What follows belongs to an exercise in optimizing a design on an open flow for small area, a short achievable clock period and few clock cycles per item; a production flow would make more cautious choices. In this exercise RTL edits were held to simulation tests only and were not proved equivalent to the original. Power figures rest on the tool's default switching activity, not on a simulated workload.

==> flow/design.v <==
package salu_pkg;
   localparam int OP_W   = 5;
   localparam int SDST_W = 7;
   localparam int SIMM_W = 16;
   localparam int W32    = 32;
   localparam int W64    = 64;
   typedef enum logic [OP_W-1:0] {
      OP_MOV      = 5'd0,
      OP_NOT      = 5'd1,
      OP_AND      = 5'd2,
      OP_OR       = 5'd3,
      OP_XOR      = 5'd4,
      OP_ADD      = 5'd5,
      OP_SUB      = 5'd6,
      OP_LSHL     = 5'd7,
      OP_LSHR     = 5'd8,
      OP_ASHR     = 5'd9,
      OP_MIN_I    = 5'd10,
      OP_MIN_U    = 5'd11,
      OP_MAX_I    = 5'd12,
      OP_MAX_U    = 5'd13,
      OP_CMP_EQ   = 5'd14,
      OP_CMP_LG   = 5'd15,
      OP_CMP_LT_I = 5'd16,
      OP_CMP_LT_U = 5'd17,
      OP_MOVK     = 5'd18,
      OP_ADDK     = 5'd19,
      OP_MUL_I32  = 5'd20
   } salu_op_e;
   typedef enum logic {
      S_IDLE = 1'b0,
      S_MUL  = 1'b1
   } salu_fsm_e;
endpackage
module salu_mul_iter #(
   parameter int MUL_CYCLES = 4
) (
   input  logic        clock,
   input  logic        reset_n,
   input  logic        start,
   input  logic        ack,
   input  logic [31:0] a,
   input  logic [31:0] b,
   output logic        done,
   output logic [31:0] product
);
   localparam int CH = (32 + MUL_CYCLES - 1) / MUL_CYCLES;
   localparam int CW = $clog2(MUL_CYCLES + 1);
   logic          run;
   logic [CW-1:0] cnt;
   logic [31:0]   mcand, mplier, acc, term;
   assign term    = mcand * 32'(mplier[CH-1:0]);
   assign done    = run && (cnt <= CW'(1));
   assign product = (cnt == '0) ? acc : acc + term;
   always_ff @(posedge clock or negedge reset_n)
      if (!reset_n) begin
         run    <= 1'b0;
         cnt    <= '0;
         mcand  <= '0;
         mplier <= '0;
         acc    <= '0;
      end else if (start) begin
         run    <= 1'b1;
         cnt    <= CW'(MUL_CYCLES);
         mcand  <= a;
         mplier <= b;
         acc    <= '0;
      end else begin
         if (ack)
            run <= 1'b0;
         if (run && cnt != '0) begin
            acc    <= acc + term;
            mcand  <= mcand << CH;
            mplier <= mplier >> CH;
            cnt    <= cnt - CW'(1);
         end
      end
endmodule
module scalar_alu_pipe #(
   parameter int DATA_W     = 64,
   parameter int MUL_CYCLES = 4
) (
   input  logic              clock,
   input  logic              reset_n,
   input  logic              in_valid,
   output logic              in_ready,
   input  logic [salu_pkg::OP_W-1:0] in_op,
   input  logic              in_wide,
   input  logic [DATA_W-1:0] in_src0,
   input  logic [DATA_W-1:0] in_src1,
   input  logic [salu_pkg::SIMM_W-1:0] in_simm,
   input  logic [salu_pkg::SDST_W-1:0] in_sdst,
   input  logic              in_scc,
   output logic              out_valid,
   input  logic              out_ready,
   output logic [DATA_W-1:0] out_data,
   output logic [salu_pkg::SDST_W-1:0] out_sdst,
   output logic              out_wr,
   output logic              out_scc
);
   salu_pkg::salu_fsm_e         fsm, fsm_nx;
   logic              wide, wb_free, is_mul, alu_ld, mul_start, mul_ld, mul_done;
   logic              alu_wr, alu_scc, scc_f, nz;
   logic              carry, borrow, eq, lt_i, gt_i, gt_u;
   logic [salu_pkg::W64-1:0]    a, b, raw, res, ashr64;
   logic [salu_pkg::W32-1:0]    ashr32, simx, addk, mul_prod;
   logic [salu_pkg::W32:0]      add32;
   logic [salu_pkg::W64:0]      add64;
   logic [5:0]        sh;
   logic [salu_pkg::SDST_W-1:0] mul_sdst;
   logic              mul_scc;
   assign a      = 64'(in_src0);
   assign b      = 64'(in_src1);
   assign wide   = (DATA_W == salu_pkg::W64) && in_wide;
   assign sh     = wide ? b[5:0] : {1'b0, b[4:0]};
   assign add32  = {1'b0, a[31:0]} + {1'b0, b[31:0]};
   assign add64  = {1'b0, a} + {1'b0, b};
   assign carry  = wide ? add64[salu_pkg::W64] : add32[salu_pkg::W32];
   assign borrow = wide ? a < b : a[31:0] < b[31:0];
   assign eq     = wide ? a == b : a[31:0] == b[31:0];
   assign gt_u   = wide ? a > b : a[31:0] > b[31:0];
   assign lt_i   = wide ? $signed(a) < $signed(b) : $signed(a[31:0]) < $signed(b[31:0]);
   assign gt_i   = wide ? $signed(a) > $signed(b) : $signed(a[31:0]) > $signed(b[31:0]);
   assign ashr64 = $signed(a) >>> sh;
   assign ashr32 = $signed(a[31:0]) >>> sh[4:0];
   assign simx   = {{16{in_simm[15]}}, in_simm};
   assign addk   = a[31:0] + simx;
   always_comb begin
      raw     = a;
      alu_scc = in_scc;
      alu_wr  = 1'b1;
      nz      = 1'b0;
      case (in_op)
         salu_pkg::OP_MOV:      raw = a;
         salu_pkg::OP_NOT:      begin raw = ~a;     nz = 1'b1; end
         salu_pkg::OP_AND:      begin raw = a & b;  nz = 1'b1; end
         salu_pkg::OP_OR:       begin raw = a | b;  nz = 1'b1; end
         salu_pkg::OP_XOR:      begin raw = a ^ b;  nz = 1'b1; end
         salu_pkg::OP_ADD:      begin raw = wide ? add64[63:0] : {32'b0, add32[31:0]}; alu_scc = carry; end
         salu_pkg::OP_SUB:      begin raw = a - b;  alu_scc = borrow; end
         salu_pkg::OP_LSHL:     begin raw = a << sh; nz = 1'b1; end
         salu_pkg::OP_LSHR:     begin raw = wide ? a >> sh : {32'b0, a[31:0] >> sh[4:0]}; nz = 1'b1; end
         salu_pkg::OP_ASHR:     begin raw = wide ? ashr64 : {32'b0, ashr32}; nz = 1'b1; end
         salu_pkg::OP_MIN_I:    begin raw = lt_i ? a : b;   alu_scc = lt_i; end
         salu_pkg::OP_MIN_U:    begin raw = borrow ? a : b; alu_scc = borrow; end
         salu_pkg::OP_MAX_I:    begin raw = gt_i ? a : b;   alu_scc = gt_i; end
         salu_pkg::OP_MAX_U:    begin raw = gt_u ? a : b;   alu_scc = gt_u; end
         salu_pkg::OP_CMP_EQ:   begin raw = '0; alu_wr = 1'b0; alu_scc = eq; end
         salu_pkg::OP_CMP_LG:   begin raw = '0; alu_wr = 1'b0; alu_scc = ~eq; end
         salu_pkg::OP_CMP_LT_I: begin raw = '0; alu_wr = 1'b0; alu_scc = lt_i; end
         salu_pkg::OP_CMP_LT_U: begin raw = '0; alu_wr = 1'b0; alu_scc = borrow; end
         salu_pkg::OP_MOVK:     raw = {32'b0, simx};
         salu_pkg::OP_ADDK:     begin raw = {32'b0, addk}; alu_scc = (a[31] == simx[31]) && (addk[31] != a[31]); end
         default:     alu_wr = 1'b0;
      endcase
   end
   assign res     = wide ? raw : {32'b0, raw[31:0]};
   assign scc_f   = nz ? (res != '0) : alu_scc;
   assign is_mul  = in_op == salu_pkg::OP_MUL_I32;
   assign wb_free = ~out_valid | out_ready;
   assign alu_ld  = in_valid & in_ready & ~is_mul;
   always_comb begin
      fsm_nx    = fsm;
      mul_start = 1'b0;
      mul_ld    = 1'b0;
      in_ready  = wb_free && (fsm == salu_pkg::S_IDLE);
      case (fsm)
         salu_pkg::S_IDLE:  if (in_valid && in_ready && is_mul) begin fsm_nx = salu_pkg::S_MUL; mul_start = 1'b1; end
         salu_pkg::S_MUL:   if (mul_done && wb_free) begin fsm_nx = salu_pkg::S_IDLE; mul_ld = 1'b1; end
         default: fsm_nx = salu_pkg::S_IDLE;
      endcase
   end
   always_ff @(posedge clock or negedge reset_n)
      if (!reset_n) begin
         fsm      <= salu_pkg::S_IDLE;
         mul_sdst <= '0;
         mul_scc  <= 1'b0;
      end else begin
         fsm <= fsm_nx;
         if (mul_start) begin
            mul_sdst <= in_sdst;
            mul_scc  <= in_scc;
         end
      end
   salu_mul_iter #(.MUL_CYCLES(MUL_CYCLES)) u_mul (
      .clock   (clock),
      .reset_n (reset_n),
      .start   (mul_start),
      .ack     (mul_ld),
      .a       (a[31:0]),
      .b       (b[31:0]),
      .done    (mul_done),
      .product (mul_prod)
   );
   always_ff @(posedge clock or negedge reset_n)
      if (!reset_n) begin
         out_valid <= 1'b0;
         out_data  <= '0;
         out_sdst  <= '0;
         out_wr    <= 1'b0;
         out_scc   <= 1'b0;
      end else if (alu_ld) begin
         out_valid <= 1'b1;
         out_data  <= res[DATA_W-1:0];
         out_sdst  <= in_sdst;
         out_wr    <= alu_wr;
         out_scc   <= scc_f;
      end else if (mul_ld) begin
         out_valid <= 1'b1;
         out_data  <= DATA_W'(mul_prod);
         out_sdst  <= mul_sdst;
         out_wr    <= 1'b1;
         out_scc   <= mul_scc;
      end else if (out_ready)
         out_valid <= 1'b0;
endmodule
==> flow/run.sh <==
#!/bin/bash
# synth_recipe.tcl (not shown) runs the flow's synth.tcl, then flattens the netlist and writes it again
# the make line also repeats each setting of config.mk as NAME=value (left out here)
make -C /OpenROAD-flow-scripts/flow DESIGN_CONFIG=/design/flow/config.mk WORK_HOME=/design/flow/orfs CLKGATE_MAP_FILE= SYNTH_SCRIPT=/design/flow/synth_recipe.tcl finish
==> flow/config.mk <==
export PLATFORM = sky130hd
export DESIGN_NAME = scalar_alu_pipe
export DESIGN_NICKNAME = scalar_alu_pipe
export VERILOG_FILES = /design/flow/design.v
export SDC_FILE = /design/flow/constraint.sdc
export NUM_CORES = 4
export LEC_CHECK = 0
export CAP_MARGIN = 20
export CORE_MARGIN = 2
export CORE_UTILIZATION = 35
export SETUP_SLACK_MARGIN = 0.2
export SLEW_MARGIN = 20
==> flow/constraint.sdc <==
create_clock -name core_clock -period 9.0 [get_ports {clock}]
set_input_delay 1.8000 -clock core_clock [delete_from_list [all_inputs] [get_ports {clock}]]
set_output_delay 1.8000 -clock core_clock [all_outputs]
set_load 0.01 [all_outputs]
==> results.yml <==
logic_synthesis:
  ys_async_sr_fraction_pct: 100.0
  synth-main-ff-cell: "dfrtp_1"
  synth_fp_nets: 6245
  syn-cell-area_mm2: 0.04053
  yosys.cell_types.count: 99
  yosys_warnings: 2
  avgSynthCellArea_um2: 7.211
  yosysSeqAreaShare_pct: 11.30
  synth_edf_count: 0
  ys_ff_latch: 183
  synthCells: 5621
grt:
  grt_pass1_vias: 46737
  grt_max_degree: 153
  antenna_found_initial: 26
  grt_overflow: 0
  grt_usage_pct: 46.24
  grt_pass1_wl_um: 384400
final_layout:
  area_delta_synth_final_pct: 15.79
  final_util_pct: 40.93
  drive_above_1_share_pct: 11.37
  final_common_cell: "nand2_1"
  final_cell_mix: "758 x nand2_1, 570 x nor2_1, 458 x a21oi_1"
  stdcell_area_mm2: 0.04693
  nets: 6427
floorplanning:
  coreArea_mm2: 0.1147
  ios: 237
  start_util_pct: 35.35
  fp-row-count: 124
  die_area_mm2: 0.1185
  fp.dieW_um: 344.3
  die_y_um: 344.3
drt:
  wire_per_inst_um: 38.20
  first_pass_iters: 7
  antenna_left: 0
  routed_wirelength_um: 280400
  drc: 0
  drt_iter0_markers: 8330
  viasPerCell: 6.822
  vias: 50070
job:
  drv_cap: 0
sta:
  fin_skew_ns: 0.01910
  period_share_pct: 96.56
  worstMarginPinSlew_ns: 1.192
  max_slew_margin_pct: 20.09
  hold_ws_ns: 0.4753
  hold_viol: 0
  grt_setup_unrepaired: "false"
  period_minus_slack_ns: 8.691
  fin_ws_ns: 0.3094
  maxSlewViolCount: 0
  fmax_mhz: 115.1
  setup_viol: 0
place:
  port_buffers: 236
  place_hpwl_um: 220200
  dp_slack_ns: -0.07888
  place.gp.congestion: 1.096
  place_area_mm2: 0.04629
clock_tree:
  cts_max_level: 4
  cts_made_buffers: 17
  clock-sinks: 183
  cts_buffer_depth: 2
  cts_root_buf: "clkbuf_16"
  insertion_delay_ns: 0.49
  path_clk_slew_ns: 0.09
  cts_tree: "yes"
  post_cts_buffers: 0
  ctsHoldBuffers: 0
power_and_ir_drop:
  p_comb_share_pct: 68.2
  p_leak_nw: 19.84
  finalPower_mw: 7.413
  power_switching_mw: 4.117
  vdd_drop_max_mv: 0.1583
  p_sw_share_pct: 55.53
  clockPowerShare_pct: 10.6
  powerDensity_mw_per_mm2: 157.9
  intPower_mw: 3.296
  seq_power_share_pct: 21.2
worst_setup_path:
  required_ns: 9.38
  cp_max_fo: 12
  critPathKind: "input pin to register"
  end_kind: "register"
  critPathArrivalTime_ns: 9.07
  worst_setup_path_start_kind: "input pin"
  rr_worst_depth: 27
min_path:
  hp-class: "register to register"
  hold_depth: 2
outcome:
  outcome: "complete, no violations"
==> per-layer routing <==
layer	global-route usage, %	wire length [um]	up-vias
met5	0	90	-
met4	32.35	25820	16
met3	11.29	30950	907
met2	66.09	112700	3846
met1	60.94	110700	24636
li1	-	-	20665
==> power by group through the flow <==
stage	clock, mW	combinational (mW)	sequential, mW
finish	0.786	5.05	1.57
global route	0.833	5.36	1.61
CTS	0.807	4.89	1.56
detailed placement	0	4.85	1.57
global placement	0	4.84	1.56
floorplan	0	2.86	1.36
==> stage by stage <==
step | setup TNS, ns | std cells
final | 0 | 7339
after global placement | -0.5462 | 7294
after detailed placement | -0.07888 | 7295
after floorplan | 0 | 5621
after CTS | 0 | 7327
after global routing | 0 | 7329
==> cell usage after synthesis, drive strengths merged, types with 41 or more instances <==
| cell type | count | area, um2 |
|---|---|---|
| o221ai | 58 | 508.0 |
| xnor2 | 66 | 578.1 |
| a221o | 49 | 490.5 |
| o211ai | 61 | 462.9 |
| o22ai | 90 | 576.8 |
| a21oi | 460 | 2302 |
| clkbuf | 387 | 1453 |
| nand4 | 41 | 256.5 |
| mux2i | 126 | 1261 |
| inv | 419 | 1573 |
| a211oi | 88 | 665.6 |
| mux4 | 108 | 2432 |
| nor3 | 118 | 590.6 |
| nand3 | 107 | 535.5 |
| fa | 189 | 3784 |
| and2 | 120 | 750.7 |
| buf | 86 | 360.4 |
| a31oi | 99 | 619.3 |
| o31ai | 49 | 367.9 |
| nor2 | 578 | 2172 |
| nand2 | 761 | 2856 |
| a221oi | 68 | 595.6 |
| o21ai | 334 | 1675 |
| a21o | 71 | 533.0 |
| ha | 273 | 3416 |
| nor4 | 41 | 299.0 |
| a22oi | 49 | 367.9 |
| dfrtp | 183 | 4579 |
==> logic make-up after synthesis <==
family,after synthesis,share of synthesized area [%]
simple gates,1941,21.41
compound gates,1798,29.60
buf+inv,897,8.399
fa+ha+maj,462,17.76
mux,254,9.668
flops,183,11.30
xor+xnor,86,1.858
==> sequential cells by signal, summed over array words and instances, names as in the netlist <==
name,count
u_mul.mplier,32
out_scc,1
out_sdst,7
out_valid,1
mul_sdst,7
u_mul.mcand,32
u_mul.acc,32
mul_scc,1
fsm,1
out_data,64
out_wr,1
u_mul.run,1
u_mul.cnt,3
==> critical path: stages <==
cell             delay (ns)
clkdlybuf4s50_1        0.78
inv_1                  0.16
ha_1                   0.50
nor4_4                 0.43
nand4_1                0.28
or3_1                  0.43
or4b_4                 0.56
o21ai_2                0.22
or3_2                  0.18
o22ai_4                0.13
or2_2                  0.42
a2111o_1               0.52
a221oi_1               0.33
a21oi_1                0.12
o21ai_0                0.53
nor4bb_4               0.70
nand4_1                0.43
nor4_1                 0.42
nor2_1                 0.09
==> cell type report <==
class	instances	area [um2]
diodes	11	27.53
clock buffers	18	439.2
clock inverters	14	131.4
fillers	12001	67720
inverters	424	1595
multi-input cells	4541	32710
flip-flops and latches	183	4586
well taps	1512	1892
repair buffers	636	5554
==> worst paths after layout <==
kind	start	end	slack, ns
max in group asynchronous	reset_n	u_mul.mplier[2]$_DFFE_PN0P_	6.32
min in group asynchronous	reset_n	out_data[61]$_DFFE_PN0P_	1.27
worst min-delay path	out_sdst[6]$_DFFE_PN0P_	out_sdst[6]$_DFFE_PN0P_	0.48
worst max register to register	u_mul.mplier[0]$_DFFE_PN0P_	u_mul.acc[31]$_DFFE_PN0P_	1.60
worst max-delay path	in_src1[27]	out_scc$_DFFE_PN0P_	0.31
worst min register to register	out_sdst[6]$_DFFE_PN0P_	out_sdst[6]$_DFFE_PN0P_	0.48
==> what timing repair did <==
| item | CTS | global route |
|---|---|---|
| resized for setup | 0 | 1 |
| endpoints found under the setup margin | 0 | 1 |
| endpoints found under the hold margin | 0 | 0 |
Testbench counts, summed over its fixed seeds: cycles 17,812, items 12,000.

==> afterwards: timing with drivers on the ports <==
How much do the figures lean on ideal ports? The routed layout below was timed once more, with nothing changed but the port constraints. Step 1 sets driving cells, clkbuf_16 on the clock port and buf_2 on the other inputs (assumed; they add their load-dependent delay and slew). Step 2 adds t to the input delays and takes it off the output delays; t is the mean of the earliest and latest rising clock arrival at the registers after step 1. Input paths then give back, and output paths get back, about the clock's delay inside the block. Three values: no drivers, after step 1, after step 2; two values: the first two.
t (ns): 0.542
setup slack, ns: 0.309 / 0.344 / -0.198
worst hold slack (ns): 0.475 / 0.475 / 0.475
clock arrival spread, ns: 0.020 / 0.019
worst data-port slew with drivers (ns): 0.12
Met with ideal ports but missed after step 2: setup timing in this run. For this run, drivers alone change the setup slack by +0.035 ns; drivers and shift together by -0.507 ns.
